What follows belongs to an exercise in optimizing a design on an open flow for a short achievable clock period and few clock cycles per item; a production flow would make more cautious choices. The RTL was checked by simulation tests, not by an equivalence proof against the original design. Power and IR drop assume default switching activity.

--- design/flow/config.mk ---
export PLATFORM = sky130hd
export DESIGN_NAME = fetch_stage
export DESIGN_NICKNAME = fetch_stage
export VERILOG_FILES = /design/flow/design.v
export SDC_FILE = /design/flow/constraint.sdc
export NUM_CORES = 4
export LEC_CHECK = 0
export ABC_CLOCK_PERIOD_IN_PS = 2400
export CAP_MARGIN = 20
export CORE_MARGIN = 2
export CORE_UTILIZATION = 65
export PLACE_DENSITY = 0.75
export SETUP_SLACK_MARGIN = 3.5
export SLEW_MARGIN = 20

export DONT_USE_CELLS = sky130_fd_sc_hd__a2111o_1 sky130_fd_sc_hd__a2111o_2 sky130_fd_sc_hd__a2111o_4 sky130_fd_sc_hd__a2111oi_0 sky130_fd_sc_hd__a2111oi_1 sky130_fd_sc_hd__a2111oi_2 sky130_fd_sc_hd__a2111oi_4 sky130_fd_sc_hd__a41o_1 sky130_fd_sc_hd__a41o_2 sky130_fd_sc_hd__a41o_4 sky130_fd_sc_hd__a41oi_1 sky130_fd_sc_hd__a41oi_2 sky130_fd_sc_hd__a41oi_4 sky130_fd_sc_hd__and4_1 sky130_fd_sc_hd__and4_2 sky130_fd_sc_hd__and4_4 sky130_fd_sc_hd__and4b_1 sky130_fd_sc_hd__and4b_2 sky130_fd_sc_hd__and4b_4 sky130_fd_sc_hd__and4bb_1 sky130_fd_sc_hd__and4bb_2 sky130_fd_sc_hd__and4bb_4 sky130_fd_sc_hd__fa_1 sky130_fd_sc_hd__fa_2 sky130_fd_sc_hd__fa_4 sky130_fd_sc_hd__ha_1 sky130_fd_sc_hd__ha_2 sky130_fd_sc_hd__ha_4 sky130_fd_sc_hd__nor4_1 sky130_fd_sc_hd__nor4_2 sky130_fd_sc_hd__nor4_4 sky130_fd_sc_hd__nor4b_1 sky130_fd_sc_hd__nor4b_2 sky130_fd_sc_hd__nor4b_4 sky130_fd_sc_hd__nor4bb_1 sky130_fd_sc_hd__nor4bb_2 sky130_fd_sc_hd__nor4bb_4 sky130_fd_sc_hd__o2111a_1 sky130_fd_sc_hd__o2111a_2 sky130_fd_sc_hd__o2111a_4 sky130_fd_sc_hd__o2111ai_1 sky130_fd_sc_hd__o2111ai_2 sky130_fd_sc_hd__o2111ai_4 sky130_fd_sc_hd__o41a_1 sky130_fd_sc_hd__o41a_2 sky130_fd_sc_hd__o41a_4 sky130_fd_sc_hd__o41ai_1 sky130_fd_sc_hd__o41ai_2 sky130_fd_sc_hd__o41ai_4 sky130_fd_sc_hd__or3_1 sky130_fd_sc_hd__or3_2 sky130_fd_sc_hd__or3_4 sky130_fd_sc_hd__or3b_1 sky130_fd_sc_hd__or3b_2 sky130_fd_sc_hd__or3b_4 sky130_fd_sc_hd__or4_1 sky130_fd_sc_hd__or4_2 sky130_fd_sc_hd__or4_4 sky130_fd_sc_hd__or4b_1 sky130_fd_sc_hd__or4b_2 sky130_fd_sc_hd__or4b_4 sky130_fd_sc_hd__or4bb_1 sky130_fd_sc_hd__or4bb_2 sky130_fd_sc_hd__or4bb_4 
--- design/flow/constraint.sdc ---
create_clock -name core_clock -period 6.0 [get_ports {clk}]
set_input_delay 1.2000 -clock core_clock [delete_from_list [all_inputs] [get_ports {clk}]]
set_output_delay 1.2000 -clock core_clock [all_outputs]
set_load 0.01 [all_outputs]
--- design/flow/design.v ---
package fetch_pkg;
    typedef logic [32-1:0] addr_t;
    typedef enum logic [6:0] {
        OP_BRANCH = 7'b1100011,
        OP_JALR   = 7'b1100111,
        OP_JAL    = 7'b1101111
    } opcode_t;
endpackage
module fetch_fsm (
    input  logic             clk,
    input  logic             rst,
    input  logic             redirect_valid,
    input  fetch_pkg::addr_t redirect_pc,
    input  logic             icache_req_ready,
    input  logic             icache_resp_valid,
    input  fetch_pkg::addr_t icache_resp_data,
    input  logic             inst_ready,
    input  logic             fast_ok,
    input  logic             fast_taken,
    input  fetch_pkg::addr_t fast_target,
    input  logic             fast_push,
    input  logic             fast_pop,
    input  logic             hold_taken,
    input  fetch_pkg::addr_t hold_target,
    input  logic             hold_push,
    input  logic             hold_pop,
    output logic             icache_req_valid,
    output fetch_pkg::addr_t icache_req_addr,
    output fetch_pkg::addr_t pc,
    output fetch_pkg::addr_t pc_plus4,
    output fetch_pkg::addr_t hold_data,
    output fetch_pkg::addr_t hold_jal_target,
    output logic             ras_push,
    output logic             ras_pop,
    output fetch_pkg::addr_t ras_push_addr,
    output logic             inst_valid,
    output fetch_pkg::addr_t inst,
    output fetch_pkg::addr_t inst_pc,
    output logic             inst_pred_taken,
    output fetch_pkg::addr_t inst_pred_target
);
    logic             st_req;
    logic             st_wait;
    logic             st_hold;
    logic             slot_free;
    logic             issue_fast;
    logic             issue_hold;
    logic             issue;
    logic             to_hold;
    logic [32-1:2] req_addr;
    logic             next_taken;
    fetch_pkg::addr_t next_target;
    logic [20:0]      resp_j_imm;
    logic [19:0]      resp_p;
    logic [19:0]      resp_gen;
    logic [19:0]      resp_prop;
    logic [4:0]       resp_blk_g;
    logic [4:0]       resp_blk_p;
    logic [19:0]      hold_p;
    logic [19:0]      hold_gen;
    logic [19:0]      hold_prop;
    logic [4:0]       hold_blk_g;
    logic [4:0]       hold_blk_p;
    logic             hold_pc0;
    logic [19:0]      hold_low_sum;
    logic             hold_low_carry;
    logic             hold_j_sign;
    fetch_pkg::addr_t pc_plus4_next;
    logic [10:0]      pc_hi;
    logic [10:0]      pc_hi_inc;
    logic [10:0]      pc_hi_dec;
    logic [10:0]      pc_hi_q;
    logic [10:0]      pc_hi_inc_q;
    logic [10:0]      pc_hi_dec_q;
    logic [10:0]      hold_hi_sum;
    assign slot_free = !inst_valid || inst_ready;
    assign icache_req_valid = st_req;
    assign icache_req_addr  = {req_addr, 2'b00};
    assign issue_fast = !redirect_valid && st_wait && icache_resp_valid && fast_ok && slot_free;
    assign issue_hold = !redirect_valid && st_hold && slot_free;
    assign issue      = issue_fast || issue_hold;
    assign to_hold    = st_wait && icache_resp_valid && !issue_fast;
    assign next_taken  = st_hold ? hold_taken : fast_taken;
    assign next_target = st_hold ? hold_target : fast_target;
    assign pc_plus4_next[1:0] = pc[1:0];
    assign pc_plus4_next[2]   = !pc[2];
    for (genvar i = 3; i < 32; i++) begin : g_inc
        assign pc_plus4_next[i] = pc[i] ^ (&pc[i-1:2]);
    end
    assign resp_j_imm = {icache_resp_data[31], icache_resp_data[19:12], icache_resp_data[20],
                         icache_resp_data[30:21], 1'b0};
    jal_add_pre jal_add_pre_inst (
        .a    (pc[20:1]),
        .b    (resp_j_imm[20:1]),
        .p    (resp_p),
        .gen  (resp_gen),
        .prop (resp_prop),
        .blk_g(resp_blk_g),
        .blk_p(resp_blk_p)
    );
    jal_add_post jal_add_post_inst (
        .p    (hold_p),
        .gen  (hold_gen),
        .prop (hold_prop),
        .blk_g(hold_blk_g),
        .blk_p(hold_blk_p),
        .sum  (hold_low_sum),
        .cout (hold_low_carry)
    );
    assign pc_hi        = pc[31:21];
    assign pc_hi_inc[0] = !pc_hi[0];
    assign pc_hi_dec[0] = !pc_hi[0];
    for (genvar i = 1; i < 11; i++) begin : g_hi
        assign pc_hi_inc[i] = pc_hi[i] ^ (&pc_hi[i-1:0]);
        assign pc_hi_dec[i] = pc_hi[i] ^ !(|pc_hi[i-1:0]);
    end
    always_ff @(posedge clk) begin
        pc_plus4    <= pc_plus4_next;
        pc_hi_q     <= pc_hi;
        pc_hi_inc_q <= pc_hi_inc;
        pc_hi_dec_q <= pc_hi_dec;
    end
    always_comb begin
        case ({hold_j_sign, hold_low_carry})
            2'b01:   hold_hi_sum = pc_hi_inc_q;
            2'b10:   hold_hi_sum = pc_hi_dec_q;
            default: hold_hi_sum = pc_hi_q;
        endcase
    end
    assign hold_jal_target = {hold_hi_sum, hold_low_sum, hold_pc0};
    always_ff @(posedge clk) begin
        if (rst) begin
            st_req     <= 1'b1;
            st_wait    <= 1'b0;
            st_hold    <= 1'b0;
            pc         <= 32'haaaaa000;
            req_addr   <= 32'haaaaa000 >> 2;
            inst_valid <= 1'b0;
        end else if (redirect_valid) begin
            st_req     <= 1'b1;
            st_wait    <= 1'b0;
            st_hold    <= 1'b0;
            pc         <= redirect_pc;
            req_addr   <= redirect_pc[32-1:2];
            inst_valid <= 1'b0;
        end else begin
            if (st_req && icache_req_ready) begin
                st_req  <= 1'b0;
                st_wait <= 1'b1;
            end
            if (to_hold) begin
                st_wait <= 1'b0;
                st_hold <= 1'b1;
            end
            if (issue) begin
                st_req     <= 1'b1;
                st_wait    <= 1'b0;
                st_hold    <= 1'b0;
                pc         <= next_target;
                req_addr   <= next_target[32-1:2];
                inst_valid <= 1'b1;
            end else if (inst_ready) begin
                inst_valid <= 1'b0;
            end
        end
    end
    always_ff @(posedge clk) begin
        if (rst) begin
            ras_push <= 1'b0;
            ras_pop  <= 1'b0;
        end else begin
            ras_push <= issue && (st_hold ? hold_push : fast_push);
            ras_pop  <= issue && (st_hold ? hold_pop : fast_pop);
        end
        ras_push_addr <= pc_plus4;
    end
    always_ff @(posedge clk) begin
        if (rst) begin
            inst             <= '0;
            inst_pc          <= '0;
            inst_pred_taken  <= 1'b0;
            inst_pred_target <= '0;
        end else if (slot_free) begin
            inst             <= st_hold ? hold_data : icache_resp_data;
            inst_pc          <= pc;
            inst_pred_taken  <= next_taken;
            inst_pred_target <= next_target;
        end
    end
    always_ff @(posedge clk) begin
        if (to_hold) begin
            hold_data      <= icache_resp_data;
            hold_p         <= resp_p;
            hold_gen       <= resp_gen;
            hold_prop      <= resp_prop;
            hold_blk_g     <= resp_blk_g;
            hold_blk_p     <= resp_blk_p;
            hold_pc0       <= pc[0];
            hold_j_sign    <= icache_resp_data[31];
        end
    end
endmodule
module branch_target_buffer (
    input  logic             clk,
    input  logic             rst,
    input  fetch_pkg::addr_t lookup_pc,
    input  logic             update_valid,
    input  fetch_pkg::addr_t update_pc,
    input  fetch_pkg::addr_t update_target,
    output logic             hit,
    output fetch_pkg::addr_t target
);
    localparam int IDX_W = $clog2(32);
    localparam int TAG_W = 32 - IDX_W;
    logic [32-1:0] entry_valid;
    logic [TAG_W-1:0]      entry_tag    [32];
    fetch_pkg::addr_t      entry_target [32];
    logic [32-1:0] row_sel;
    logic [32-1:0] row_wr;
    logic [32-1:0] row_match;
    logic [32-1:0] row_hit;
    logic                  bypass_hit;
    fetch_pkg::addr_t      row_target;
    logic [IDX_W-1:0]      lookup_idx;
    logic [IDX_W-1:0]      update_idx;
    logic [TAG_W-1:0]      lookup_tag;
    logic [TAG_W-1:0]      update_tag;
    logic                  bypass;
    assign lookup_idx = lookup_pc[IDX_W+1:2];
    assign update_idx = update_pc[IDX_W+1:2];
    assign lookup_tag = {lookup_pc[32-1:IDX_W+2], lookup_pc[1:0]};
    assign update_tag = {update_pc[32-1:IDX_W+2], update_pc[1:0]};
    assign bypass     = update_valid && (update_idx == lookup_idx);
    for (genvar i = 0; i < 32; i++) begin : g_row
        assign row_sel[i] = (lookup_idx == IDX_W'(i));
        assign row_wr[i]  = update_valid && (update_idx == IDX_W'(i));
        always_ff @(posedge clk) begin
            if (rst) begin
                entry_valid[i] <= 1'b0;
            end else if (row_wr[i]) begin
                entry_valid[i] <= 1'b1;
            end
        end
        always_ff @(posedge clk) begin
            if (!rst && row_wr[i]) begin
                entry_tag[i]    <= update_tag;
                entry_target[i] <= update_target;
            end
        end
        assign row_match[i] = row_sel[i] && entry_valid[i] && (entry_tag[i] == lookup_tag);
    end
    always_comb begin
        row_target = '0;
        for (int i = 0; i < 32; i++) begin
            row_target = row_target | (entry_target[i] & {32{row_sel[i]}});
        end
    end
    always_ff @(posedge clk) begin
        if (rst) begin
            row_hit    <= '0;
            bypass_hit <= 1'b0;
        end else begin
            row_hit    <= bypass ? '0 : row_match;
            bypass_hit <= bypass && (update_tag == lookup_tag);
        end
        if (bypass) begin
            target <= update_target;
        end else begin
            target <= row_target;
        end
    end
    assign hit = bypass_hit || (|row_hit);
endmodule
module return_stack (
    input logic  clk,
    input logic  rst,
    input logic  flush,
    input  logic             ras_push,
    input  fetch_pkg::addr_t ras_push_addr,
    input  logic             ras_pop,
    output fetch_pkg::addr_t ras_top_addr,
    output logic             ras_empty
);
    localparam int CNT_W = $clog2(8 + 1);
    localparam logic [CNT_W-1:0] FULL = CNT_W'(8);
    fetch_pkg::addr_t stack_mem [8];
    logic [CNT_W-1:0] count;
    logic             do_push;
    logic             do_pop;
    logic             do_replace;
    assign ras_top_addr = stack_mem[0];
    assign ras_empty    = (count == '0);
    assign do_replace = ras_push && ras_pop && !ras_empty;
    assign do_push    = ras_push && !do_replace;
    assign do_pop     = ras_pop && !ras_push && !ras_empty;
    always_ff @(posedge clk) begin
        if (rst || flush) begin
            count <= '0;
        end else if (do_push) begin
            if (count != FULL) begin
                count <= count + 1'b1;
            end
        end else if (do_pop) begin
            count <= count - 1'b1;
        end
    end
    always_ff @(posedge clk) begin
        if (do_push) begin
            stack_mem[0] <= ras_push_addr;
            for (int i = 1; i < 8; i++) begin
                stack_mem[i] <= stack_mem[i-1];
            end
        end else if (do_replace) begin
            stack_mem[0] <= ras_push_addr;
        end else if (do_pop) begin
            for (int i = 0; i < 8 - 1; i++) begin
                stack_mem[i] <= stack_mem[i+1];
            end
        end
    end
endmodule
module branch_predecode (
    input  fetch_pkg::addr_t issue_word,
    input  fetch_pkg::addr_t jal_target,
    input  fetch_pkg::addr_t pc_plus4,
    input  logic             btb_hit,
    input  fetch_pkg::addr_t btb_target,
    input  fetch_pkg::addr_t ras_top_addr,
    input  logic             ras_empty,
    output logic             ras_push,
    output logic             ras_pop,
    output logic             need_add,
    output logic             pred_taken,
    output fetch_pkg::addr_t target_noadd,
    output fetch_pkg::addr_t pred_target
);
    logic               is_branch;
    logic               is_jal;
    logic               is_jalr;
    logic               is_jump;
    logic [4:0]         rd;
    logic [4:0]         rs1;
    logic               rd_link;
    logic               rs1_link;
    logic               use_ras;
    logic               use_btb;
    assign is_branch = (issue_word[6:0] == fetch_pkg::OP_BRANCH);
    assign is_jal    = (issue_word[6:0] == fetch_pkg::OP_JAL);
    assign is_jalr   = (issue_word[6:0] == fetch_pkg::OP_JALR);
    assign is_jump   = is_jal || is_jalr;
    assign rd  = issue_word[11:7];
    assign rs1 = issue_word[19:15];
    assign rd_link  = (rd == 5'd1) || (rd == 5'd5);
    assign rs1_link = (rs1 == 5'd1) || (rs1 == 5'd5);
    always_comb begin
        ras_push = 1'b0;
        ras_pop  = 1'b0;
        if (is_jump) begin
            case ({rd_link, rs1_link})
                2'b01: ras_pop = 1'b1;
                2'b10: ras_push = 1'b1;
                2'b11: begin
                    ras_push = 1'b1;
                    ras_pop  = (rd != rs1);
                end
                default: ;
            endcase
        end
    end
    assign pred_taken = is_jump || (is_branch && btb_hit);
    assign use_ras    = is_jalr && rs1_link && !ras_empty;
    assign use_btb    = pred_taken && btb_hit;
    assign need_add   = is_jal && !btb_hit;
    always_comb begin
        if (use_ras) begin
            target_noadd = ras_top_addr;
        end else if (use_btb) begin
            target_noadd = btb_target;
        end else begin
            target_noadd = pc_plus4;
        end
    end
    assign pred_target = need_add ? jal_target : target_noadd;
endmodule
module jal_add_pre (
    input  logic [19:0] a,
    input  logic [19:0] b,
    output logic [19:0] p,
    output logic [19:0] gen,
    output logic [19:0] prop,
    output logic [4:0]  blk_g,
    output logic [4:0]  blk_p
);
    logic [19:0] g;
    assign p = a ^ b;
    assign g = a & b;
    always_comb begin
        for (int k = 0; k < 5; k++) begin
            gen[4*k]  = 1'b0;
            prop[4*k] = 1'b1;
            for (int j = 1; j < 4; j++) begin
                gen[4*k+j]  = g[4*k+j-1] | (p[4*k+j-1] & gen[4*k+j-1]);
                prop[4*k+j] = p[4*k+j-1] & prop[4*k+j-1];
            end
            blk_g[k] = g[4*k+3] | (p[4*k+3] & gen[4*k+3]);
            blk_p[k] = p[4*k+3] & prop[4*k+3];
        end
    end
endmodule
module jal_add_post (
    input  logic [19:0] p,
    input  logic [19:0] gen,
    input  logic [19:0] prop,
    input  logic [4:0]  blk_g,
    input  logic [4:0]  blk_p,
    output logic [19:0] sum,
    output logic        cout
);
    logic [5:0] blk_c;
    always_comb begin
        blk_c[0] = 1'b0;
        for (int k = 1; k < 6; k++) begin
            blk_c[k] = blk_g[k-1] | (blk_p[k-1] & blk_c[k-1]);
        end
        for (int i = 0; i < 20; i++) begin
            sum[i] = p[i] ^ (gen[i] | (prop[i] & blk_c[i/4]));
        end
    end
    assign cout = blk_c[5];
endmodule
module fetch_stage (
    input  logic             clk,
    input  logic             rst,
    input  logic             redirect_valid,
    input  fetch_pkg::addr_t redirect_pc,
    output logic             icache_req_valid,
    output fetch_pkg::addr_t icache_req_addr,
    input  logic             icache_req_ready,
    input  logic             icache_resp_valid,
    input  fetch_pkg::addr_t icache_resp_data,
    output logic             inst_valid,
    output fetch_pkg::addr_t inst,
    output fetch_pkg::addr_t inst_pc,
    output logic             inst_pred_taken,
    output fetch_pkg::addr_t inst_pred_target,
    input  logic             inst_ready,
    input  logic             btb_update_valid,
    input  fetch_pkg::addr_t btb_update_pc,
    input  fetch_pkg::addr_t btb_update_target
);
    fetch_pkg::addr_t pc;
    fetch_pkg::addr_t pc_plus4;
    fetch_pkg::addr_t hold_data;
    fetch_pkg::addr_t hold_jal_target;
    logic             btb_hit;
    fetch_pkg::addr_t btb_target;
    logic             ras_push;
    fetch_pkg::addr_t ras_push_addr;
    logic             ras_pop;
    fetch_pkg::addr_t ras_top_addr;
    logic             ras_empty;
    logic             fast_need_add;
    logic             fast_taken;
    fetch_pkg::addr_t fast_target;
    logic             fast_push;
    logic             fast_pop;
    logic             hold_taken;
    fetch_pkg::addr_t hold_target;
    logic             hold_push;
    logic             hold_pop;
    fetch_fsm fetch_fsm_inst (
        .clk              (clk),
        .rst              (rst),
        .redirect_valid   (redirect_valid),
        .redirect_pc      (redirect_pc),
        .icache_req_ready (icache_req_ready),
        .icache_resp_valid(icache_resp_valid),
        .icache_resp_data (icache_resp_data),
        .inst_ready       (inst_ready),
        .fast_ok          (!fast_need_add),
        .fast_taken       (fast_taken),
        .fast_target      (fast_target),
        .fast_push        (fast_push),
        .fast_pop         (fast_pop),
        .hold_taken       (hold_taken),
        .hold_target      (hold_target),
        .hold_push        (hold_push),
        .hold_pop         (hold_pop),
        .icache_req_valid (icache_req_valid),
        .icache_req_addr  (icache_req_addr),
        .pc               (pc),
        .pc_plus4         (pc_plus4),
        .hold_data        (hold_data),
        .hold_jal_target  (hold_jal_target),
        .ras_push         (ras_push),
        .ras_pop          (ras_pop),
        .ras_push_addr    (ras_push_addr),
        .inst_valid       (inst_valid),
        .inst             (inst),
        .inst_pc          (inst_pc),
        .inst_pred_taken  (inst_pred_taken),
        .inst_pred_target (inst_pred_target)
    );
    branch_target_buffer branch_target_buffer_inst (
        .clk          (clk),
        .rst          (rst),
        .lookup_pc    (pc),
        .update_valid (btb_update_valid),
        .update_pc    (btb_update_pc),
        .update_target(btb_update_target),
        .hit          (btb_hit),
        .target       (btb_target)
    );
    return_stack return_stack_inst (
        .clk  (clk),
        .rst  (rst),
        .flush(redirect_valid),
        .ras_push     (ras_push),
        .ras_push_addr(ras_push_addr),
        .ras_pop      (ras_pop),
        .ras_top_addr (ras_top_addr),
        .ras_empty    (ras_empty)
    );
    branch_predecode predecode_fast (
        .issue_word  (icache_resp_data),
        .jal_target  ('0),
        .pc_plus4    (pc_plus4),
        .btb_hit     (btb_hit),
        .btb_target  (btb_target),
        .ras_top_addr(ras_top_addr),
        .ras_empty   (ras_empty),
        .ras_push    (fast_push),
        .ras_pop     (fast_pop),
        .need_add    (fast_need_add),
        .pred_taken  (fast_taken),
        .target_noadd(fast_target),
        .pred_target ()
    );
    branch_predecode predecode_hold (
        .issue_word  (hold_data),
        .jal_target  (hold_jal_target),
        .pc_plus4    (pc_plus4),
        .btb_hit     (btb_hit),
        .btb_target  (btb_target),
        .ras_top_addr(ras_top_addr),
        .ras_empty   (ras_empty),
        .ras_push    (hold_push),
        .ras_pop     (hold_pop),
        .need_add    (),
        .pred_taken  (hold_taken),
        .target_noadd(),
        .pred_target (hold_target)
    );
endmodule
--- design/flow/flow/run.sh ---
#!/bin/bash
# Standard layout, with more cells kept out of synthesis and sizing: the slow
# wide OR/AND/NOR gates, the four-input AND-OR/OR-AND gates and the adder cells
# (with those gone, synthesis leaves adders to ABC as plain gates). Registers,
# their names and cell types are those of the standard synthesis.
set -euo pipefail
extra=$(tr -s ' \n' ' ' < flow/dont_use.txt)
printf '\nexport DONT_USE_CELLS = %s\n' "$extra" >> config.mk
bash standard.sh finish > standard_flow.log 2>&1
--- design/flow/flow/dont_use.txt ---
sky130_fd_sc_hd__a2111o_1 sky130_fd_sc_hd__a2111o_2 sky130_fd_sc_hd__a2111o_4 sky130_fd_sc_hd__a2111oi_0 sky130_fd_sc_hd__a2111oi_1 sky130_fd_sc_hd__a2111oi_2 sky130_fd_sc_hd__a2111oi_4 sky130_fd_sc_hd__a41o_1 sky130_fd_sc_hd__a41o_2 sky130_fd_sc_hd__a41o_4 sky130_fd_sc_hd__a41oi_1 sky130_fd_sc_hd__a41oi_2 sky130_fd_sc_hd__a41oi_4 sky130_fd_sc_hd__and4_1 sky130_fd_sc_hd__and4_2 sky130_fd_sc_hd__and4_4 sky130_fd_sc_hd__and4b_1 sky130_fd_sc_hd__and4b_2 sky130_fd_sc_hd__and4b_4 sky130_fd_sc_hd__and4bb_1 sky130_fd_sc_hd__and4bb_2 sky130_fd_sc_hd__and4bb_4 sky130_fd_sc_hd__fa_1 sky130_fd_sc_hd__fa_2 sky130_fd_sc_hd__fa_4 sky130_fd_sc_hd__ha_1 sky130_fd_sc_hd__ha_2 sky130_fd_sc_hd__ha_4 sky130_fd_sc_hd__nor4_1 sky130_fd_sc_hd__nor4_2 sky130_fd_sc_hd__nor4_4 sky130_fd_sc_hd__nor4b_1 sky130_fd_sc_hd__nor4b_2 sky130_fd_sc_hd__nor4b_4 sky130_fd_sc_hd__nor4bb_1 sky130_fd_sc_hd__nor4bb_2 sky130_fd_sc_hd__nor4bb_4 sky130_fd_sc_hd__o2111a_1 sky130_fd_sc_hd__o2111a_2 sky130_fd_sc_hd__o2111a_4 sky130_fd_sc_hd__o2111ai_1 sky130_fd_sc_hd__o2111ai_2 sky130_fd_sc_hd__o2111ai_4 sky130_fd_sc_hd__o41a_1 sky130_fd_sc_hd__o41a_2 sky130_fd_sc_hd__o41a_4 sky130_fd_sc_hd__o41ai_1 sky130_fd_sc_hd__o41ai_2 sky130_fd_sc_hd__o41ai_4 sky130_fd_sc_hd__or3_1 sky130_fd_sc_hd__or3_2 sky130_fd_sc_hd__or3_4 sky130_fd_sc_hd__or3b_1 sky130_fd_sc_hd__or3b_2 sky130_fd_sc_hd__or3b_4 sky130_fd_sc_hd__or4_1 sky130_fd_sc_hd__or4_2 sky130_fd_sc_hd__or4_4 sky130_fd_sc_hd__or4b_1 sky130_fd_sc_hd__or4b_2 sky130_fd_sc_hd__or4b_4 sky130_fd_sc_hd__or4bb_1 sky130_fd_sc_hd__or4bb_2 sky130_fd_sc_hd__or4bb_4 
--- design/flow/standard.sh ---
#!/bin/bash
# synth_recipe.tcl (not shown) runs the flow's synth.tcl, then flattens the netlist and writes it again
# the make line also repeats each setting of config.mk as NAME=value (left out here)
make -C /OpenROAD-flow-scripts/flow DESIGN_CONFIG=/design/flow/config.mk WORK_HOME=/design/flow/orfs CLKGATE_MAP_FILE= SYNTH_SCRIPT=/design/flow/synth_recipe.tcl "${@:-finish}"
==> summary.txt, run 1 <==
Setup path
  • Worst Setup Path Type: flop to flop
  • Crit path largest cell delay: 0.84 ns
  • Crit end category: flop
  • Data arrival, critical path: 3.49 ns
  • Reg2reg path depth: 9
  • Critical path depth: 9
  • Critical path's top delay family: simple AND/OR/NAND/NOR gates
  • Critical path buffer and inverter count: 3
  • Cells along the critical path: buf_4 -> nand2b_4 -> buf_4 -> buf_4 -> nor2_2 -> a22oi_1 -> nand4_1 -> nor3_2 -> a21oi_1
  • CP max stage cell: nor2_2
  • Required @ worst endpoint: 6.77 ns
  • CP most frequent cell: buf_4
  • Setup crit start kind: flop
  • CP Max Fanout: 10

Timing
  • Peak Freq: 367 MHz
  • RSZ-0062 raised after global routing: yes
  • Final setup vio count: 0
  • Worst hold slack: 0.362 ns
  • Slew Limit Headroom: 25.8%
  • Setup TNS: 0 ns
  • Tmin final: 2.72 ns
  • Final hold violations: 0
  • Final cycle utilization of the critical path: 45.4%
  • Skew final: 0.0680 ns
  • Slew Limit Fails: 0
  • Slew at the pin closest to its max-slew limit: 1.11 ns

Yosys
  • Post-synthesis async set-or-reset flop share: 0%
  • Ys flop type: edfxtp_1
  • Synth cell types: 60
  • Post-Syn Area: 100000 µm²
  • Number of synthesized register bits: 2561
  • Syn. warnings: 9
  • Register area share after synthesis: 73.5%
  • Mean Syn Cell Area: 15.0 µm²
  • Post-synth EDFFs: 2229
  • Post-Synthesis Cells: 6679

Detailed routing
  • DRT iter0 DRCs: 12500
  • First-pass detailed-route iteration total: 9
  • DR vias: 66900
  • DR vias/cell: 7.01
  • Wire per inst: 36.7 µm
  • WL final: 350 mm
  • Antenna Nets Post-Route: 0
  • Drc violations: 0

Power
  • Power Total: 36900 µW
  • Leakage: 0.0393 µW
  • Peak supply drop: 0.000320 V
  • Pwr dens: 313 nW/µm²

Worst hold path
  • HP Class: flop to flop
  • Hold Path Stages: 0

Clocking
  • CTS root buffer: clkbuf_16
  • Clock sink count: 2561
  • TritonCTS buffer count: 239
  • H-tree depth: 4
  • Max clock buf depth: 3
  • CTS tree: done
  • Clk slew on worst S/H paths: 0.06 ns
  • Clock latency (worst-skew pair): 0.88 ns

GRT
  • Met2 Use GR: 64.3%
  • Overflow after GRT: 0
  • GRT Total Usage: 43.6%
  • Gr busiest metal: met2
  • Initial antenna violation count: 27
  • Vias in the first global route: 62500
  • First-pass GRT wire length: 475 mm
  • GR Layer Usage met1: 56.5%
  • Met3 Use GR: 15.3%
  • Largest net degree at the start of global routing: 193

Run status
  • Status: no timing/DRC/antenna violations

Final layout
  • Synthesis-to-finish area growth: 17.8%
  • Post-Layout Inst Area: 118000 µm²
  • Layout cells sized above 1: 19.3%
  • Final net count: 7384
  • Final core area utilization: 76.8%

Placed design
  • DP HPWL: 184 mm
  • Post-placement cell area: 106000 µm²
  • Routability Congestion: 0.958
  • Number of port buffers: 263

Floorplanning
  • Die width: 396 µm
  • DIE HEIGHT: 396 µm
  • Initial Util: 65.2%
  • Core area: 154000 µm²
  • Cell Rows: 144
  • # IOs: 266
  • Die ar.: 157000 µm²

Job
  • Max Cap Viol: 0
[power by group]
| part | leakage [µW] | internal (µW) | switching [µW] |
|---|---|---|---|
| combinational | 0.0127 | 741 | 1460 |
| sequential | 0.0228 | 19500 | 305 |
| clock | 0.00377 | 8210 | 6670 |
[cells in the final DEF, fill, tap and decap left out, types with 99 or more instances in the layout]
| master | netlist | routed |
|---|---|---|
| edfxtp_1 | 2229 | 2229 |
| a221oi_1 | 139 | 99 |
| nor2_1 | 324 | 266 |
| xnor2_1 | 868 | 864 |
| a22o_1 | 131 | 130 |
| clkbuf_16 | 0 | 245 |
| nand4_1 | 341 | 341 |
| a22oi_1 | 282 | 281 |
| nand2_1 | 713 | 698 |
| buf_4 | 50 | 306 |
| a21oi_1 | 126 | 119 |
| dfxtp_1 | 332 | 198 |
| buf_6 | 2 | 171 |
| xor2_1 | 121 | 119 |
[state kept, by name, indices dropped and copies added (netlist names), 30 cells and up]
register,cells
branch_target_buffer_inst.entry_target,1024
branch_target_buffer_inst.entry_tag,864
return_stack_inst.stack_mem,256
branch_target_buffer_inst.entry_valid,32
branch_target_buffer_inst.row_hit,32
branch_target_buffer_inst.target,32
fetch_fsm_inst.hold_data,32
fetch_fsm_inst.inst,32
fetch_fsm_inst.inst_pc,32
fetch_fsm_inst.inst_pred_target,32
fetch_fsm_inst.pc_plus4,32
fetch_fsm_inst.ras_push_addr,32
fetch_fsm_inst.req_addr,30
[cell usage after synthesis, drive strengths merged, types with 61 or more instances]
cell	count	area, µm²
nand4	342	2150
nand3	61	305
a21oi	129	664
mux2i	80	801
a22o	131	1150
xnor2	868	7600
nand2	713	2680
dfxtp	332	6650
a22oi	282	2120
buf	234	1210
nor2	325	1220
a221oi	139	1220
xor2	121	1060
clkbuf	176	661
edfxtp	2229	66900
nor3	96	518
[area by class of cell]
class                           count  area (µm²)
Clock inverter                    111         931
Timing Repair Buffer              721        7350
Tap cell                         2044        2560
Inverter                           18         111
Timing Repair inverter              2        20.0
Antenna cell                       30        75.1
Multi-Input combinational cell   3706       26300
Clock buffer                      341        6720
Sequential cell                  2561       73900
Fill cell                        8770       35600
[path summary, 6_finish.rpt]
check,start,to,slack [ns]
worst min-delay path,fetch_fsm_inst.pc_plus4[0],fetch_fsm_inst.ras_push_addr[0],0.36
worst min register to register,fetch_fsm_inst.pc_plus4[0],fetch_fsm_inst.ras_push_addr[0],0.36
worst max register to register,fetch_fsm_inst.req_addr[3],branch_target_buffer_inst.target[26],3.28
worst max-delay path,fetch_fsm_inst.req_addr[3],branch_target_buffer_inst.target[26],3.28
[through the flow]
step	std cells	setup WS [ns]
floorplan	6680	1.59
global placement	8775	1.65
detailed placement	8776	1.69
CTS	9434	3.33
global route	9508	3.34
finish	9534	3.28
[routing by layer]
| metal | up-vias | wire length, µm |
|---|---|---|
| met4 | 24 | 26500 |
| li1 | 26300 | - |
| met2 | 6349 | 152000 |
| met1 | 32800 | 113000 |
| met5 | - | 259 |
| met3 | 1438 | 58900 |
[cells by family (layout without fill, tap and decap cells)]
logic type      Yosys count  after routing  share of synthesized area [%]
simple gates           1637           1650                           7.51
buf+inv                 428           1193                           1.94
flops                  2561           2561                           73.5
other cells               1             32                        0.00375
xor+xnor                989            989                           8.65
compound gates          908            910                           6.75
mux                     140            140                           1.48
fa+ha+maj                15             15                          0.150
[timing repair]
item,in CTS,in global routing
gates resized for setup,1024,172
gates cloned,20,8
hold endpoints to repair,0,0
setup buffers,186,62
pin swaps,57,49
setup endpoints to repair,2484,1614
hold buffers,0,0
Testbench counts, summed over its fixed seeds: cycles 861,219, items 160,000.
==> inputs of run 2 (changes only) <==
==> design/flow/run.sh (new file) <==
#!/bin/bash
# synth_recipe.tcl (not shown) runs the flow's synth.tcl, then flattens the netlist and writes it again
# the make line also repeats each setting of config.mk as NAME=value (left out here)
make -C /OpenROAD-flow-scripts/flow DESIGN_CONFIG=/design/flow/config.mk WORK_HOME=/design/flow/orfs CLKGATE_MAP_FILE= SYNTH_SCRIPT=/design/flow/synth_recipe.tcl finish
==> design/flow/config.mk (replaced) <==
export PLATFORM = sky130hd
export DESIGN_NAME = fetch_stage
export DESIGN_NICKNAME = fetch_stage
export VERILOG_FILES = /design/flow/design.v
export SDC_FILE = /design/flow/constraint.sdc
export NUM_CORES = 4
export LEC_CHECK = 0
export ABC_CLOCK_PERIOD_IN_PS = 2400
export CAP_MARGIN = 20
export CORE_MARGIN = 2
export CORE_UTILIZATION = 65
export PLACE_DENSITY = 0.75
export SETUP_SLACK_MARGIN = 3.5
export SLEW_MARGIN = 20
removed: design/flow/flow/run.sh
removed: design/flow/flow/dont_use.txt
removed: design/flow/standard.sh
==> run 2 against run 1 <==
Compared with the run above: combinational power up 16%; non-clock buffer count is 187 higher; global-route usage increased by 1.1 points; sequential share of layout area is 2.1 points lower; die area fell by 0.42%; via count grew 3.7%; register-to-register slack worse by 0.49 ns; maximum frequency is 15% lower; worst hold slack improved by 0.015 ns; sequential power about the same; critical path type unchanged; largest cell class unchanged.
==> summary.txt, run 2 <==
Run status
  • Status: no timing/DRC/antenna violations

Yosys
  • Synth cell types: 73 (+22%)
  • Post-synthesis simple-gate area fraction: 7.43% (-0.078 points)
  • Number of synthesized register bits: 2561 (unchanged)
  • Count leader, synth: edfxtp_1
  • Post-synthesis async set-or-reset flop share: 0% (unchanged)
  • Mean Syn Cell Area: 15.2 µm² (+1.3%)
  • Post-Syn Area: 99700 µm² (-0.43%)
  • Area leader, netlist: edfxtp_1
  • Ys flop type: edfxtp_1
  • Syn. warnings: 9 (unchanged)
  • Post-synth top area share: 67.2% (+0.29 points)
  • Post-synth EDFFs: 2229 (unchanged)
  • Synth area leaders: edfxtp_1 67%, dfxtp_1 6.7%, xor2_1 5.8%, nand2_1 2.8%, a22oi_1 2.8%
  • Post-Synthesis Cells: 6567 (-1.7%)
  • Register area share after synthesis: 73.8% (+0.31 points)
  • Post-synth top cells: 2229 x edfxtp_1, 739 x nand2_1, 659 x xor2_1
  • Adder-cell share of the synthesized area: 0.585% (+0.44 points)
  • Mux cell area share after synthesis: 1.07% (-0.41 points)
  • Synth Area in Compound Gates: 6.85% (+0.11 points)
  • Post-Synth XOR/XNOR Area: 8.39% (-0.26 points)
  • Largest family of logic cells by synthesized area: XOR/XNOR gates

Power
  • Power Total: 37800 µW (+2.5%)
  • Pint: 29000 µW (+1.8%)
  • NetSw: 8850 µW (+4.9%)
  • Combinational fraction of design power: 6.8% (+0.8 points)
  • Sw Ratio: 23.4% (+0.54 points)
  • Sequential share of power: 52.6% (-1.2 points)
  • Clk pwr share: 40.6% (+0.3 points)
  • Pwr dens: 310 nW/µm² (-1.0%)
  • Leakage: 0.0415 µW (+5.7%)
  • Peak supply drop: 0.000324 V (+1.3%)

Final layout
  • Post-Layout Inst Area: 122000 µm² (+3.5%)
  • Final core area utilization: 80.3% (+3.5 points)
  • Largest regs: branch_target_buffer_inst.entry_target x1024, branch_target_buffer_inst.entry_tag x864, return_stack_inst.stack_mem x256
  • Most common cell after layout, fill and taps aside: edfxtp_1
  • Most frequent cells in the layout: 2229 x edfxtp_1, 720 x nand2_1, 659 x xor2_1
  • Largest reg by FF count: branch_target_buffer_inst.entry_target
  • Layout cells sized above 1: 23.8% (+4.6 points)
  • Final net count: 7508 (+1.7%)
  • Synthesis-to-finish area growth: 22.5%
  • Max reg flops: 1024 (unchanged)

Timing
  • Skew final: 0.0339 ns (-0.0341 ns)
  • Slew Limit Fails: 0 (unchanged)
  • Tmin final: 3.21 ns (+0.487 ns)
  • Slew Limit Headroom: 21.3% (-4.6 points)
  • Final hold violations: 0 (unchanged)
  • RSZ-0062 raised after global routing: yes
  • Final cycle utilization of the critical path: 53.5% (+8.1 points)
  • Peak Freq: 311 MHz (-15%)
  • Final setup vio count: 0 (unchanged)
  • Setup TNS: 0 ns (unchanged)
  • Worst hold slack: 0.377 ns (+0.0145 ns)
  • Slew at the pin closest to its max-slew limit: 1.18 ns (+0.0658 ns)

Clocking
  • CTS root buffer: clkbuf_16
  • CTS tree: done
  • Cts hold-fix bufs: 0 (unchanged)
  • Clk slew on worst S/H paths: 0.06 ns (about the same)
  • TritonCTS buffer count: 238 (-0.42%)
  • Clock latency (worst-skew pair): 0.88 ns (about the same)
  • H-tree depth: 4 (unchanged)
  • Clock sink count: 2561 (unchanged)
  • Max clock buf depth: 3 (unchanged)

GRT
  • Initial antenna violation count: 32 (+19%)
  • GRT Total Usage: 44.7% (+1.1 points)
  • Largest net degree at the start of global routing: 176 (-8.8%)
  • Overflow after GRT: 0 (unchanged)
  • First-pass GRT wire length: 485 mm (+2.1%)
  • Vias in the first global route: 64200 (+2.8%)

Detailed routing
  • First-pass detailed-route iteration total: 12 (+3)
  • DR vias: 69300 (+3.7%)
  • DR WL met3: 63.7 mm (+8.1%)
  • WL met2: 159 mm (+4.6%)
  • DRT iter0 DRCs: 14300 (+14%)
  • DR vias/cell: 7.23 (+3.1%)
  • Antenna Nets Post-Route: 0 (unchanged)
  • Top layer reached by signal wires: met5
  • Drc violations: 0 (unchanged)
  • WL final: 371 mm (+5.9%)
  • Wire per inst: 38.7 µm (+5.2%)
  • Met1 wire length: 116 mm (+2.9%)

Setup path
  • Required @ worst endpoint: 6.71 ns (-0.06 ns)
  • Worst Setup Path Type: flop to flop
  • Crit end category: flop
  • Data arrival, critical path: 3.92 ns (+0.43 ns)
  • Setup crit start kind: flop
  • CP Max Fanout: 7 (-3)

Floorplanning
  • # IOs: 266 (unchanged)
  • Die width: 396 µm (-0.21%)
  • Core area: 152000 µm² (-0.93%)
  • Cell Rows: 143 (-0.69%)
  • Die ar.: 156000 µm² (-0.42%)
  • Initial Util: 65.5% (+0.33 points)
  • DIE HEIGHT: 396 µm (-0.21%)

Worst hold path
  • HP Class: flop to flop

Placed design
  • Routability Congestion: 0.965 (+0.75%)
  • DP HPWL: 180 mm (-1.9%)
  • Post-placement cell area: 105000 µm² (-0.27%)
  • Number of port buffers: 263 (unchanged)

Job
  • Max Cap Viol: 0 (unchanged)
==> run 2: kinds of logic after synthesis <==
logic type / count (synthesis)
buffers and inverters: 439
other: 1
AND/OR/NAND/NOR: 1565
flip-flops: 2561
XOR/XNOR: 955
AO/OA/AOI/OAI: 899
multiplexers: 101
adder cells (fa/ha/maj): 46
==> run 2: what timing repair did <==
action / CTS / global route
gates resized for setup: 1323 / 303
cloned: 41 / 18
pin swaps: 227 / 206
endpoints found under the setup margin: 2675 / 1126
buffers inserted: 278 / 143
==> run 2: cell type report <==
class / instances / area (µm²)
diodes: 19 / 47.5
clock buffers: 335 / 6710
clock inverters: 119 / 1180
fillers: 7617 / 30000
inverters: 30 / 155
multi-input cells: 3588 / 27500
flip-flops and latches: 2561 / 73900
well taps: 2030 / 2540
repair buffers: 908 / 10100
==> run 2: metrics by stage <==
step	cells	setup WS, ns
after global routing	9573	2.90
after floorplan	6568	1.68
after detailed placement	8636	1.56
final	9590	2.79
after global placement	8635	1.28
after CTS	9409	3.26
==> run 2: final timing paths <==
check                           slack [ns]                        start  cells past startpoint                                    to
worst max-delay path                  2.79   fetch_fsm_inst.req_addr[4]                     10  branch_target_buffer_inst.target[16]
worst max register to register        2.79   fetch_fsm_inst.req_addr[4]                     10  branch_target_buffer_inst.target[16]
worst min register to register        0.38  fetch_fsm_inst.pc_plus4[30]                      0      fetch_fsm_inst.ras_push_addr[30]
worst min-delay path                  0.38  fetch_fsm_inst.pc_plus4[30]                      0      fetch_fsm_inst.ras_push_addr[30]
==> run 2: per-layer routing <==
metal	global-route usage, %	vias up
met3	16.3	1900
li1	-	26500
met4	28.0	28
met2	65.2	7166
met5	0.677	-
met1	57.1	33700
==> run 2: power by group through the flow <==
| stage | clock network (µW) | registers (µW) | logic (µW) |
|---|---|---|---|
| final | 15400 | 19900 | 2560 |
| after global routing | 16000 | 19900 | 2560 |
| after CTS | 15200 | 19800 | 2260 |
| after detailed placement | 0 | 20300 | 1830 |
| after global placement | 0 | 20300 | 1790 |
| after floorplan | 0 | 20000 | 912 |
==> run 2: critical path: stages (launching register included) <==
cell,delay (ns)
dfxtp_2,0.33
buf_12,0.13
buf_8,0.13
buf_12,0.13
and3_4,0.17
ha_4,0.19
buf_12,0.16
a222oi_1,0.89
nand4_1,0.53
nor2_1,0.28
a31oi_1,0.11
==> inputs of run 3 (changes only) <==
--- a/design/flow/design.v
+++ b/design/flow/design.v
@@ -16,6 +16,8 @@
     input  fetch_pkg::addr_t icache_resp_data,
     input  logic             inst_ready,
     input  logic             fast_ok,
+    input  logic             fast_use_btb,
+    input  logic             btb_target_ok,
     input  logic             fast_taken,
     input  fetch_pkg::addr_t fast_target,
     input  logic             fast_push,
@@ -27,6 +29,7 @@
     output logic             icache_req_valid,
     output fetch_pkg::addr_t icache_req_addr,
     output fetch_pkg::addr_t pc,
+    output logic             pc_new,
     output fetch_pkg::addr_t pc_plus4,
     output fetch_pkg::addr_t hold_data,
     output fetch_pkg::addr_t hold_jal_target,
@@ -48,6 +51,7 @@
     logic             issue;
     logic             to_hold;
     logic [32-1:2] req_addr;
+    fetch_pkg::addr_t pc_n;
     logic             next_taken;
     fetch_pkg::addr_t next_target;
     logic [20:0]      resp_j_imm;
@@ -74,9 +78,11 @@
     logic [10:0]      pc_hi_dec_q;
     logic [10:0]      hold_hi_sum;
     assign slot_free = !inst_valid || inst_ready;
+    assign pc = ~pc_n;
     assign icache_req_valid = st_req;
     assign icache_req_addr  = {req_addr, 2'b00};
-    assign issue_fast = !redirect_valid && st_wait && icache_resp_valid && fast_ok && slot_free;
+    assign issue_fast = !redirect_valid && st_wait && icache_resp_valid && fast_ok
+                        && !(fast_use_btb && !btb_target_ok) && slot_free;
     assign issue_hold = !redirect_valid && st_hold && slot_free;
     assign issue      = issue_fast || issue_hold;
     assign to_hold    = st_wait && icache_resp_valid && !issue_fast;
@@ -133,14 +139,14 @@
             st_req     <= 1'b1;
             st_wait    <= 1'b0;
             st_hold    <= 1'b0;
-            pc         <= 32'haaaaa000;
+            pc_n       <= ~32'haaaaa000;
             req_addr   <= 32'haaaaa000 >> 2;
             inst_valid <= 1'b0;
         end else if (redirect_valid) begin
             st_req     <= 1'b1;
             st_wait    <= 1'b0;
             st_hold    <= 1'b0;
-            pc         <= redirect_pc;
+            pc_n       <= ~redirect_pc;
             req_addr   <= redirect_pc[32-1:2];
             inst_valid <= 1'b0;
         end else begin
@@ -156,7 +162,7 @@
                 st_req     <= 1'b1;
                 st_wait    <= 1'b0;
                 st_hold    <= 1'b0;
-                pc         <= next_target;
+                pc_n       <= ~next_target;
                 req_addr   <= next_target[32-1:2];
                 inst_valid <= 1'b1;
             end else if (inst_ready) begin
@@ -165,6 +171,9 @@
         end
     end
     always_ff @(posedge clk) begin
+        pc_new <= rst || redirect_valid || issue;
+    end
+    always_ff @(posedge clk) begin
         if (rst) begin
             ras_push <= 1'b0;
             ras_pop  <= 1'b0;
@@ -188,7 +197,7 @@
         end
     end
     always_ff @(posedge clk) begin
-        if (to_hold) begin
+        if (st_wait) begin
             hold_data      <= icache_resp_data;
             hold_p         <= resp_p;
             hold_gen       <= resp_gen;
@@ -207,8 +216,10 @@
     input  logic             update_valid,
     input  fetch_pkg::addr_t update_pc,
     input  fetch_pkg::addr_t update_target,
+    input  logic             lookup_new,
     output logic             hit,
-    output fetch_pkg::addr_t target
+    output fetch_pkg::addr_t target,
+    output logic             target_ok
 );
     localparam int IDX_W = $clog2(32);
     localparam int TAG_W = 32 - IDX_W;
@@ -218,9 +229,11 @@
     logic [32-1:0] row_sel;
     logic [32-1:0] row_wr;
     logic [32-1:0] row_match;
-    logic [32-1:0] row_hit;
+    logic [3:0]            grp_hit;
     logic                  bypass_hit;
     fetch_pkg::addr_t      row_target;
+    logic [32-1:0] row_sel_q;
+    logic                  lookup_new_q;
     logic [IDX_W-1:0]      lookup_idx;
     logic [IDX_W-1:0]      update_idx;
     logic [TAG_W-1:0]      lookup_tag;
@@ -249,18 +262,25 @@
         end
         assign row_match[i] = row_sel[i] && entry_valid[i] && (entry_tag[i] == lookup_tag);
     end
+    always_ff @(posedge clk) begin
+        row_sel_q    <= row_sel;
+        lookup_new_q <= lookup_new;
+    end
+    assign target_ok = !lookup_new && !lookup_new_q;
     always_comb begin
         row_target = '0;
         for (int i = 0; i < 32; i++) begin
-            row_target = row_target | (entry_target[i] & {32{row_sel[i]}});
+            row_target = row_target | (entry_target[i] & {32{row_sel_q[i]}});
         end
     end
     always_ff @(posedge clk) begin
         if (rst) begin
-            row_hit    <= '0;
+            grp_hit    <= '0;
             bypass_hit <= 1'b0;
         end else begin
-            row_hit    <= bypass ? '0 : row_match;
+            for (int k = 0; k < 4; k++) begin
+                grp_hit[k] <= !bypass && (|row_match[8*k +: 8]);
+            end
             bypass_hit <= bypass && (update_tag == lookup_tag);
         end
         if (bypass) begin
@@ -269,7 +289,7 @@
             target <= row_target;
         end
     end
-    assign hit = bypass_hit || (|row_hit);
+    assign hit = bypass_hit || (|grp_hit);
 endmodule
 module return_stack (
     input logic  clk,
@@ -330,6 +350,7 @@
     output logic             ras_push,
     output logic             ras_pop,
     output logic             need_add,
+    output logic             use_btb,
     output logic             pred_taken,
     output fetch_pkg::addr_t target_noadd,
     output fetch_pkg::addr_t pred_target
@@ -343,7 +364,6 @@
     logic               rd_link;
     logic               rs1_link;
     logic               use_ras;
-    logic               use_btb;
     assign is_branch = (issue_word[6:0] == fetch_pkg::OP_BRANCH);
     assign is_jal    = (issue_word[6:0] == fetch_pkg::OP_JAL);
     assign is_jalr   = (issue_word[6:0] == fetch_pkg::OP_JALR);
@@ -454,6 +474,9 @@
     fetch_pkg::addr_t hold_jal_target;
     logic             btb_hit;
     fetch_pkg::addr_t btb_target;
+    logic             btb_target_ok;
+    logic             pc_new;
+    logic             fast_use_btb;
     logic             ras_push;
     fetch_pkg::addr_t ras_push_addr;
     logic             ras_pop;
@@ -478,6 +501,8 @@
         .icache_resp_data (icache_resp_data),
         .inst_ready       (inst_ready),
         .fast_ok          (!fast_need_add),
+        .fast_use_btb     (fast_use_btb),
+        .btb_target_ok    (btb_target_ok),
         .fast_taken       (fast_taken),
         .fast_target      (fast_target),
         .fast_push        (fast_push),
@@ -489,6 +514,7 @@
         .icache_req_valid (icache_req_valid),
         .icache_req_addr  (icache_req_addr),
         .pc               (pc),
+        .pc_new           (pc_new),
         .pc_plus4         (pc_plus4),
         .hold_data        (hold_data),
         .hold_jal_target  (hold_jal_target),
@@ -505,11 +531,13 @@
         .clk          (clk),
         .rst          (rst),
         .lookup_pc    (pc),
+        .lookup_new   (pc_new),
         .update_valid (btb_update_valid),
         .update_pc    (btb_update_pc),
         .update_target(btb_update_target),
         .hit          (btb_hit),
-        .target       (btb_target)
+        .target       (btb_target),
+        .target_ok    (btb_target_ok)
     );
     return_stack return_stack_inst (
         .clk  (clk),
@@ -532,6 +560,7 @@
         .ras_push    (fast_push),
         .ras_pop     (fast_pop),
         .need_add    (fast_need_add),
+        .use_btb     (fast_use_btb),
         .pred_taken  (fast_taken),
         .target_noadd(fast_target),
         .pred_target ()
@@ -547,6 +576,7 @@
         .ras_push    (hold_push),
         .ras_pop     (hold_pop),
         .need_add    (),
+        .use_btb     (),
         .pred_taken  (hold_taken),
         .target_noadd(),
         .pred_target (hold_target)
==> design/flow/flow/run.sh (new file) <==
#!/bin/bash
# Standard layout, with more cells kept out of synthesis and sizing: the slow
# wide OR/AND/NOR gates, the four-input AND-OR/OR-AND gates, the adder cells
# (with those gone, synthesis leaves adders to ABC as plain gates) and the
# clock delay buffers, which the port buffers otherwise start as. Registers,
# their names and cell types are those of the standard synthesis. Clock tree
# synthesis places its wire repeaters 200 um apart.
set -euo pipefail
extra=$(tr -s ' \n' ' ' < flow/dont_use.txt)
printf '\nexport DONT_USE_CELLS = %s\n' "$extra" >> config.mk
bash standard.sh "CTS_ARGS=-sink_clustering_enable -repair_clock_nets -distance_between_buffers 200" finish > standard_flow.log 2>&1
==> design/flow/flow/dont_use.txt (new file) <==
sky130_fd_sc_hd__a2111o_1 sky130_fd_sc_hd__a2111o_2 sky130_fd_sc_hd__a2111o_4 sky130_fd_sc_hd__a2111oi_0 sky130_fd_sc_hd__a2111oi_1 sky130_fd_sc_hd__a2111oi_2 sky130_fd_sc_hd__a2111oi_4 sky130_fd_sc_hd__a41o_1 sky130_fd_sc_hd__a41o_2 sky130_fd_sc_hd__a41o_4 sky130_fd_sc_hd__a41oi_1 sky130_fd_sc_hd__a41oi_2 sky130_fd_sc_hd__a41oi_4 sky130_fd_sc_hd__and4_1 sky130_fd_sc_hd__and4_2 sky130_fd_sc_hd__and4_4 sky130_fd_sc_hd__and4b_1 sky130_fd_sc_hd__and4b_2 sky130_fd_sc_hd__and4b_4 sky130_fd_sc_hd__and4bb_1 sky130_fd_sc_hd__and4bb_2 sky130_fd_sc_hd__and4bb_4 sky130_fd_sc_hd__fa_1 sky130_fd_sc_hd__fa_2 sky130_fd_sc_hd__fa_4 sky130_fd_sc_hd__ha_1 sky130_fd_sc_hd__ha_2 sky130_fd_sc_hd__ha_4 sky130_fd_sc_hd__nor4_1 sky130_fd_sc_hd__nor4_2 sky130_fd_sc_hd__nor4_4 sky130_fd_sc_hd__nor4b_1 sky130_fd_sc_hd__nor4b_2 sky130_fd_sc_hd__nor4b_4 sky130_fd_sc_hd__nor4bb_1 sky130_fd_sc_hd__nor4bb_2 sky130_fd_sc_hd__nor4bb_4 sky130_fd_sc_hd__o2111a_1 sky130_fd_sc_hd__o2111a_2 sky130_fd_sc_hd__o2111a_4 sky130_fd_sc_hd__o2111ai_1 sky130_fd_sc_hd__o2111ai_2 sky130_fd_sc_hd__o2111ai_4 sky130_fd_sc_hd__o41a_1 sky130_fd_sc_hd__o41a_2 sky130_fd_sc_hd__o41a_4 sky130_fd_sc_hd__o41ai_1 sky130_fd_sc_hd__o41ai_2 sky130_fd_sc_hd__o41ai_4 sky130_fd_sc_hd__or3_1 sky130_fd_sc_hd__or3_2 sky130_fd_sc_hd__or3_4 sky130_fd_sc_hd__or3b_1 sky130_fd_sc_hd__or3b_2 sky130_fd_sc_hd__or3b_4 sky130_fd_sc_hd__or4_1 sky130_fd_sc_hd__or4_2 sky130_fd_sc_hd__or4_4 sky130_fd_sc_hd__or4b_1 sky130_fd_sc_hd__or4b_2 sky130_fd_sc_hd__or4b_4 sky130_fd_sc_hd__or4bb_1 sky130_fd_sc_hd__or4bb_2 sky130_fd_sc_hd__or4bb_4  sky130_fd_sc_hd__clkdlybuf4s15_1 sky130_fd_sc_hd__clkdlybuf4s15_2 sky130_fd_sc_hd__clkdlybuf4s18_1 sky130_fd_sc_hd__clkdlybuf4s18_2 sky130_fd_sc_hd__clkdlybuf4s25_1 sky130_fd_sc_hd__clkdlybuf4s25_2 sky130_fd_sc_hd__clkdlybuf4s50_1 sky130_fd_sc_hd__clkdlybuf4s50_2 
==> design/flow/standard.sh (new file) <==
#!/bin/bash
# synth_recipe.tcl (not shown) runs the flow's synth.tcl, then flattens the netlist and writes it again
# the make line also repeats each setting of config.mk as NAME=value (left out here)
make -C /OpenROAD-flow-scripts/flow DESIGN_CONFIG=/design/flow/config.mk WORK_HOME=/design/flow/orfs CLKGATE_MAP_FILE= SYNTH_SCRIPT=/design/flow/synth_recipe.tcl "${@:-finish}"
--- a/design/flow/config.mk
+++ b/design/flow/config.mk
@@ -12,3 +12,5 @@
 export PLACE_DENSITY = 0.75
 export SETUP_SLACK_MARGIN = 3.5
 export SLEW_MARGIN = 20
+
+export DONT_USE_CELLS = sky130_fd_sc_hd__a2111o_1 sky130_fd_sc_hd__a2111o_2 sky130_fd_sc_hd__a2111o_4 sky130_fd_sc_hd__a2111oi_0 sky130_fd_sc_hd__a2111oi_1 sky130_fd_sc_hd__a2111oi_2 sky130_fd_sc_hd__a2111oi_4 sky130_fd_sc_hd__a41o_1 sky130_fd_sc_hd__a41o_2 sky130_fd_sc_hd__a41o_4 sky130_fd_sc_hd__a41oi_1 sky130_fd_sc_hd__a41oi_2 sky130_fd_sc_hd__a41oi_4 sky130_fd_sc_hd__and4_1 sky130_fd_sc_hd__and4_2 sky130_fd_sc_hd__and4_4 sky130_fd_sc_hd__and4b_1 sky130_fd_sc_hd__and4b_2 sky130_fd_sc_hd__and4b_4 sky130_fd_sc_hd__and4bb_1 sky130_fd_sc_hd__and4bb_2 sky130_fd_sc_hd__and4bb_4 sky130_fd_sc_hd__fa_1 sky130_fd_sc_hd__fa_2 sky130_fd_sc_hd__fa_4 sky130_fd_sc_hd__ha_1 sky130_fd_sc_hd__ha_2 sky130_fd_sc_hd__ha_4 sky130_fd_sc_hd__nor4_1 sky130_fd_sc_hd__nor4_2 sky130_fd_sc_hd__nor4_4 sky130_fd_sc_hd__nor4b_1 sky130_fd_sc_hd__nor4b_2 sky130_fd_sc_hd__nor4b_4 sky130_fd_sc_hd__nor4bb_1 sky130_fd_sc_hd__nor4bb_2 sky130_fd_sc_hd__nor4bb_4 sky130_fd_sc_hd__o2111a_1 sky130_fd_sc_hd__o2111a_2 sky130_fd_sc_hd__o2111a_4 sky130_fd_sc_hd__o2111ai_1 sky130_fd_sc_hd__o2111ai_2 sky130_fd_sc_hd__o2111ai_4 sky130_fd_sc_hd__o41a_1 sky130_fd_sc_hd__o41a_2 sky130_fd_sc_hd__o41a_4 sky130_fd_sc_hd__o41ai_1 sky130_fd_sc_hd__o41ai_2 sky130_fd_sc_hd__o41ai_4 sky130_fd_sc_hd__or3_1 sky130_fd_sc_hd__or3_2 sky130_fd_sc_hd__or3_4 sky130_fd_sc_hd__or3b_1 sky130_fd_sc_hd__or3b_2 sky130_fd_sc_hd__or3b_4 sky130_fd_sc_hd__or4_1 sky130_fd_sc_hd__or4_2 sky130_fd_sc_hd__or4_4 sky130_fd_sc_hd__or4b_1 sky130_fd_sc_hd__or4b_2 sky130_fd_sc_hd__or4b_4 sky130_fd_sc_hd__or4bb_1 sky130_fd_sc_hd__or4bb_2 sky130_fd_sc_hd__or4bb_4 sky130_fd_sc_hd__clkdlybuf4s15_1 sky130_fd_sc_hd__clkdlybuf4s15_2 sky130_fd_sc_hd__clkdlybuf4s18_1 sky130_fd_sc_hd__clkdlybuf4s18_2 sky130_fd_sc_hd__clkdlybuf4s25_1 sky130_fd_sc_hd__clkdlybuf4s25_2 sky130_fd_sc_hd__clkdlybuf4s50_1 sky130_fd_sc_hd__clkdlybuf4s50_2 
removed: design/flow/run.sh
==> run 3 against run 2 <==
Compared with the run above: still clean; worst hold slack better by 0.0026 ns; flip-flop and latch count rose by 36; register-to-register slack better by 0.65 ns; worst setup slack better by 0.64 ns; area after synthesis increased by 2.0%; maximum frequency rose by 25%; global-route usage is 1.9 points lower; first-iteration DRC count fell by 14%; critical path depth down 4; combinational power decreased by 25%; via count fell by 2.9%; largest cell class unchanged.
==> summary.txt, run 3 <==
Timing
  • Setup TNS: 0 ns (unchanged)
  • Final hold violations: 0 (unchanged)
  • Slew at the pin closest to its max-slew limit: 1.26 ns (+0.0829 ns)
  • Skew final: 0.0510 ns (+0.0170 ns)
  • Worst hold slack: 0.379 ns (+0.00264 ns)
  • Peak Freq: 389 MHz (+25%)
  • Final setup vio count: 0 (unchanged)
  • Final cycle utilization of the critical path: 42.8% (-11 points)
  • Slew Limit Headroom: 16.0% (-5.3 points)
  • RSZ-0062 raised after global routing: yes
  • Slew Limit Fails: 0 (unchanged)
  • Tmin final: 2.57 ns (-0.640 ns)

Yosys
  • Post-synthesis async set-or-reset flop share: 0% (unchanged)
  • Number of synthesized register bits: 2597 (+1.4%)
  • Post-synth top area share: 65.9% (-1.3 points)
  • Syn. warnings: 9 (unchanged)
  • Post-Synthesis Cells: 6873 (+4.7%)
  • Ys flop type: edfxtp_1
  • Area leader, netlist: edfxtp_1
  • Register area share after synthesis: 73.1% (-0.70 points)
  • Synth area leaders: edfxtp_1 66%, xor2_1 7.6%, dfxtp_1 7.3%, nand2_1 2.6%, nand4_1 2.3%
  • Count leader, synth: edfxtp_1
  • Synth cell types: 85 (+16%)
  • Post-Syn Area: 102000 µm² (+2.0%)
  • Mean Syn Cell Area: 14.8 µm² (-2.6%)
  • Post-synth EDFFs: 2229 (unchanged)
  • Post-synth top cells: 2229 x edfxtp_1, 880 x xor2_1, 705 x nand2_1

Worst hold path
  • Hold Path Stages: 0 (unchanged)
  • Hold Path End: fetch_fsm_inst.ras_push_addr[23]
  • HP Class: flop to flop
  • Min-delay src: fetch_fsm_inst.pc_plus4[23]

Detailed routing
  • Wire per inst: 35.6 µm (-8.0%)
  • DR vias: 67300 (-2.9%)
  • DRT iter0 DRCs: 12300 (-14%)
  • WL final: 345 mm (-7.0%)
  • Antenna Nets Post-Route: 0 (unchanged)
  • DR vias/cell: 6.94 (-4.0%)
  • Drc violations: 0 (unchanged)
  • First-pass detailed-route iteration total: 6 (-6)

Clocking
  • Clock sink count: 2597 (+1.4%)
  • CTS root buffer: clkbuf_16
  • TritonCTS buffer count: 267 (+12%)
  • H-tree depth: 5 (+1)
  • CTS tree: done
  • Cts hold-fix bufs: 0 (unchanged)
  • Clock latency (worst-skew pair): 0.83 ns (-0.05 ns)
  • Clk slew on worst S/H paths: 0.06 ns (about the same)
  • Max clock buf depth: 4 (+1)

Final layout
  • Synthesis-to-finish area growth: 15.1%
  • Max reg flops: 1024 (unchanged)
  • Layout Cells excl Fill: 9695 (+1.1%)
  • Most common cell after layout, fill and taps aside: edfxtp_1
  • Largest regs: branch_target_buffer_inst.entry_target x1024, branch_target_buffer_inst.entry_tag x864, return_stack_inst.stack_mem x256
  • Layout cells sized above 1: 15.8% (-8.1 points)
  • Post-Layout Inst Area: 117000 µm² (-4.2%)
  • Largest reg by FF count: branch_target_buffer_inst.entry_target
  • Final net count: 7556 (+0.64%)
  • Most frequent cells in the layout: 2229 x edfxtp_1, 878 x xor2_1, 686 x nand2_1

Setup path
  • Origin of the critical flop-to-flop path: fetch_fsm_inst.pc_n[2]
  • Setup crit start kind: primary input
  • Crit end category: flop
  • Crit path largest cell delay: 0.35 ns (-0.54 ns)
  • Critical path's top delay family: simple AND/OR/NAND/NOR gates
  • Required @ worst endpoint: 6.44 ns (-0.27 ns)
  • CP max stage cell: clkbuf_16
  • Critical path buffer and inverter count: 3 (-1)
  • Reg2reg path depth: 7 (-3)
  • R2r setup slk: 3.44 ns (+0.65 ns)
  • FF-to-FF End: branch_target_buffer_inst.grp_hit[0]
  • Cells along the critical path: buf_4 -> nor3b_4 -> buf_6 -> nand3_4 -> nor2_4 -> clkbuf_16
  • Data arrival, critical path: 3.01 ns (-0.91 ns)
  • CP startpoint: rst
  • CP Max Fanout: 59 (+52)
  • Worst Setup Path Type: primary input to flop

GRT
  • GRT Total Usage: 42.8% (-1.9 points)
  • Vias in the first global route: 64000 (-0.40%)
  • Initial antenna violation count: 28 (-13%)
  • Overflow after GRT: 0 (unchanged)
  • Largest net degree at the start of global routing: 133 (-24%)
  • First-pass GRT wire length: 475 mm (-2.1%)

Placed design
  • Number of port buffers: 263 (unchanged)
  • DP Cell Count: 9008 (+4.3%)
  • Routability Congestion: 0.942 (-2.4%)
  • DP HPWL: 187 mm (+3.7%)
  • Post-placement cell area: 105000 µm² (-0.15%)

Power
  • Combinational fraction of design power: 5.1% (-1.7 points)
  • Clk pwr share: 41.9% (+1.3 points)
  • Peak supply drop: 0.000224 V (-31%)
  • NetSw: 8680 µW (-1.9%)
  • Leakage: 0.0387 µW (-6.8%)
  • Sequential share of power: 53.1% (+0.5 points)
  • Pint: 29500 µW (+1.9%)
  • Sw Ratio: 22.7% (-0.67 points)
  • Pwr dens: 327 nW/µm² (+5.4%)

Floorplanning
  • Die width: 399 µm (+0.96%)
  • Cell Rows: 145 (+1.4%)
  • Core area: 156000 µm² (+2.4%)
  • Initial Util: 65.3% (-0.26 points)
  • Die ar.: 159000 µm² (+1.9%)
  • # IOs: 266 (unchanged)
  • DIE HEIGHT: 399 µm (+0.96%)

Run status
  • Status: no timing/DRC/antenna violations

Job
  • Max Cap Viol: 0 (unchanged)
run 3: changes by cell type after synthesis, sizes merged, moves of 109 or more:
cell and change:
xor2 +221, a22oi -109, nor4 -215, nand4 +165, nor2 +182, xnor2 -204
run 3: how the worst max path moves through the flow:
| stage | depth (start not counted) | end |
|---|---|---|
| 4_1_cts | 2 | return_stack_inst.stack_mem[0][1] |
| 3_5_place_dp | 10 | fetch_fsm_inst.pc_n[15] |
| 5_1_grt | 9 | fetch_fsm_inst.pc_n[22] |
| 6_report | 6 | branch_target_buffer_inst.entry_target[15][2] |
| 2_1_floorplan | 4 | branch_target_buffer_inst.entry_tag[0][0] |
| 3_3_place_gp | 10 | fetch_fsm_inst.pc_n[15] |
run 3: cell type report:
type,count,area [µm²]
sequential,2597,74600
clock inverter,101,833
antenna,12,30.0
inverter,70,293
fill,9228,38700
timing repair buffer,639,4690
multi-input combinational,3844,26500
timing repair inverter,2,17.5
tap,2058,2570
clock buffer,372,7420
run 3: what timing repair did:
item	4_1_cts	5_1_grt
gates cloned	32	8
buffers inserted	106	54
pin swaps	35	23
setup endpoints to repair	2384	1955
resized for setup	493	150
run 3: per-layer routing:
layer	up-vias	track usage, %	wire (µm)
met3	1320	13.5	54400
met4	28	24.6	24000
met5	-	0	189
li1	27000	-	-
met1	33000	55.3	114000
met2	5966	64.4	153000
run 3: stage by stage:
step,utilization [%],power (µW),worst slack [ns]
floorplan,-,21200,2.77
global route,75.1,38900,3.40
detailed placement,67.6,22300,1.74
CTS,74.4,38000,3.44
finish,75.1,38200,3.43
global placement,67.6,22200,1.72
run 3: power groups by stage:
stage	clock network, µW	logic, µW	registers [µW]
2_1_floorplan	0	902	20300
3_3_place_gp	0	1520	20700
3_5_place_dp	0	1560	20700
4_1_cts	15900	1780	20300
5_1_grt	16700	1980	20300
6_report	16000	1930	20300
run 3: cells by family (layout without fill, tap and decap cells):
group	Yosys count	after routing	synth area share, %
compound gates	1014	1014	7.45
xor+xnor	972	972	8.38
fa+ha+maj	12	12	0.118
buf+inv	463	1184	2.01
flops	2597	2597	73.1
mux	100	100	1.02
other cells	1	14	0.00369
simple gates	1714	1744	7.89
Testbench counts of run 3, summed over its fixed seeds: cycles 864,045, items 160,000.

-- static timing again, ports no longer ideal --
How much do the figures lean on ideal ports? The routed layouts below were timed once more, with nothing changed but the port constraints.
Step 1: set_driving_cell puts a clkbuf_16 on clk and a buf_2 on each other input, an assumption about the parent block.
Step 2 moves the port delays by t, midway between the first and last clock arrival at a register: inputs arrive t later, outputs are due t later. That takes back most of the time a late clock gives input paths.
Slacks: ideal / step 1 / step 2; pairs: ideal / step 1.
run | t (ns) | slack for setup (ns) | cell pins on the clock port's net
run 1 | 0.935 | 3.276 / 3.257 / 2.387 | 1
run 2 | 0.950 | 2.789 / 2.789 / 2.341 | 1
run 3 | 0.889 | 3.429 / 3.306 / 2.417 | 1
After both steps every run listed still meets setup and hold. For run 3, which loses most, drivers alone change the setup slack by -0.123 ns; drivers and shift together by -1.012 ns.
